Background: an optimization exercise with open tools, aiming at small area. Do not read the settings as production practice.
Where RTL was checked, it was by simulation tests only, not by an equivalence proof against the original.
No activity file was given, so power comes from the tool's default toggle rates.

==> flow/design.v (excerpt) <==
module ecg_r_peak_heart_rate (
  input  logic        clk,
  input  logic        rst,
  input  logic        sample_valid,
  output logic        sample_stall,
  input  logic [11:0] adc_sample,
  output logic        result_valid,
  input  logic        result_stall,
  output logic [11:0] filtered_sample,
  output logic        peak_flag,
  output logic        rate_updated,
  output logic [7:0]  heart_rate,
  input  logic        cfg_valid,
  output logic        cfg_ready,
  input  logic [2:0]  cfg_index,
  input  logic [15:0] cfg_data
);
Size: about 670 cells after synthesis, about 61 I/O pins, about 0.0072 sq mm of cells after synthesis.
export LEC_CHECK = 0
export ABC_AREA = 1
export CAP_MARGIN = 20
export CORE_MARGIN = 2
export CORE_UTILIZATION = 40
export SLEW_MARGIN = 20
create_clock -name core_clock -period 10.0 [get_ports {clk}]
standard.sh (not shown) runs the stock make flow with config.mk's settings and CLKGATE_MAP_FILE= SYNTH_SCRIPT=/design/flow/synth_recipe.tcl, a recipe that flattens the netlist after the stock synthesis.
==> flow/flow/run.sh <==
#!/bin/bash
# The standard layout (standard.sh) with these changes:
#  - synthesis maps the logic with an area-only ABC script (flow/area.abc) instead of ORFS's
#    abc_area.script; everything else in synthesis, the registers included, is unchanged;
#  - ports are buffered with the smallest buffer (buf_1);
#  - the clock tree is built from clkbuf_4 without dummy loads.
# Logs: own_synth.log is not separate; make's whole output goes to standard.log and ORFS
# writes each step's log under orfs/logs/.
set -euo pipefail
HERE=$(pwd)
{
  printf '%s\n' 'proc abc {args} {'
  printf '%s\n' '  set i [lsearch -exact $args -script]'
  printf '%s\n' '  if {$i >= 0} { lset args [expr {$i + 1}] $::env(OWN_ABC_SCRIPT) }'
  printf '%s\n' '  yosys abc {*}$args'
  printf '%s\n' '}'
  cat synth_recipe.tcl
} > own_synth.tcl
sed -E "s#SYNTH_SCRIPT=[^ ]+#SYNTH_SCRIPT=$HERE/own_synth.tcl#" standard.sh > own_standard.sh
export OWN_ABC_SCRIPT="$HERE/flow/area.abc"
export BUFFER_PORTS_ARGS="-buffer_cell sky130_fd_sc_hd__buf_1"
export CTS_ARGS="-sink_clustering_enable -repair_clock_nets -dont_use_dummy_load -buf_list sky130_fd_sc_hd__clkbuf_4 -sink_clustering_size 8 -sink_clustering_max_diameter 40"
bash own_standard.sh > standard.log 2>&1
==> flow/flow/area.abc <==
strash
dch
map -a
topo
The first run finished with timing, DRC and antenna clean.
Next try:
Settings changed: CORE_UTILIZATION 40 to 70.
Effect:
- routed wire length climbs by about 4.4%
- final area drops by 1.8%
- via count climbs by 5.5%
- setup slack loses 0.14 ns
Next try:
--- a/flow/flow/run.sh
+++ b/flow/flow/run.sh
@@ -22 +22 @@
-export CTS_ARGS="-sink_clustering_enable -repair_clock_nets -dont_use_dummy_load -buf_list sky130_fd_sc_hd__clkbuf_4 -sink_clustering_size 8 -sink_clustering_max_diameter 40"
+export CTS_ARGS="-sink_clustering_enable -repair_clock_nets -dont_use_dummy_load -buf_list sky130_fd_sc_hd__clkbuf_4 -sink_clustering_size 10 -sink_clustering_max_diameter 50"
Settings changed: CORE_UTILIZATION 70 to 60.
After rerunning: Worst hold slack stays flat. Via count goes down by 5.7%. Maximum frequency goes up by 1.1%. Routed wire length goes down by 7.2%.
Next try:
--- a/flow/flow/run.sh
+++ b/flow/flow/run.sh
@@ -22 +22 @@
-export CTS_ARGS="-sink_clustering_enable -repair_clock_nets -dont_use_dummy_load -buf_list sky130_fd_sc_hd__clkbuf_4 -sink_clustering_size 10 -sink_clustering_max_diameter 50"
+export CTS_ARGS="-sink_clustering_enable -repair_clock_nets -dont_use_dummy_load -buf_list sky130_fd_sc_hd__clkbuf_4 -sink_clustering_size 8 -sink_clustering_max_diameter 40"
Settings changed: CORE_UTILIZATION 60 to 80.
What happened: Design area is higher by 0.30%. Hold slack gains 0.0069 ns. Clock skew is higher by 0.013 ns. Sequential share of layout area went down by 0.19 points. Sequential power rises by about 0.4%.
Function was not checked in any run of this note: the RTL went through the layout flow alone.

---

Setup of the reference run:
ecg_r_peak_heart_rate, a different RTL version from the one above (not shown whole).
For scale: ~650 cells after synthesis, ~250 flip-flops, about 61 I/O pins, roughly 8200 um2 of cells after synthesis.
==> flow/config.mk <==
export PLATFORM = sky130hd
export DESIGN_NAME = ecg_r_peak_heart_rate
export DESIGN_NICKNAME = ecg_r_peak_heart_rate
export VERILOG_FILES = /design/flow/design.v
export SDC_FILE = /design/flow/constraint.sdc
export NUM_CORES = 4
export LEC_CHECK = 0
export CAP_MARGIN = 20
export CORE_MARGIN = 2
export CORE_UTILIZATION = 40
export SLEW_MARGIN = 20
==> flow/constraint.sdc <==
create_clock -name core_clock -period 10.0 [get_ports {clk}]
set_input_delay 2.0000 -clock core_clock [delete_from_list [all_inputs] [get_ports {clk}]]
set_output_delay 2.0000 -clock core_clock [all_outputs]
set_load 0.01 [all_outputs]
run.sh (not shown) runs the stock make flow with config.mk's settings and CLKGATE_MAP_FILE= SYNTH_SCRIPT=/design/flow/synth_recipe.tcl, a recipe that flattens the netlist after the stock synthesis.
Stock flow here: none of the scripts above is used.
The reference run: done, clean on timing, DRC and antenna
The following lists how the trial run was set up differently from the reference run:
Settings: an added CTS_BUF_LIST of sky130_fd_sc_hd__clkbuf_4.
Results
Delta(post-route worst setup slack, the trial run - the reference run) < 0
[the trial run] global-route usage rose 0.59 points relative to the reference run
The reference run → the trial run: wire length went up 310 um; sequential cell count held; total standard cell area after synthesis held; final clock period utilization by the worst path went up 1.7 points.

-- separate check: timing with driven ports --
The results above use ideal ports. As a check the final layouts listed here were re-extracted and re-timed, cells and wires unchanged. Step 1: set_driving_cell puts a clkbuf_16 on clk and a buf_2 on each other input, an assumption about the parent block. Step 2 adds t to the input delays and takes it off the output delays; t is the mean of the earliest and latest rising clock arrival at the registers after step 1. Input paths then give back, and output paths get back, about the clock's delay inside the block. a / b / c = no drivers / after step 1 / after step 2; a / b = the first two.
run | t, ns | setup WS [ns] | worst data-port slew with drivers (ns)
the first run of note 1 | 0.601 | 4.816 / 4.778 / 4.944 | 0.04
the second run of note 1 | 0.577 | 4.679 / 4.646 / 4.793 | 0.04
the third run of note 1 | 0.631 | 4.736 / 4.703 / 4.797 | 0.04
the fourth run of note 1 | 0.584 | 4.818 / 4.784 / 4.873 | 0.05
the reference run | 0.556 | 4.519 / 4.473 / 5.029 | 0.05
the trial run | 0.720 | 4.347 / 4.306 / 5.026 | 0.04
After both steps setup and hold are still met in every run listed.
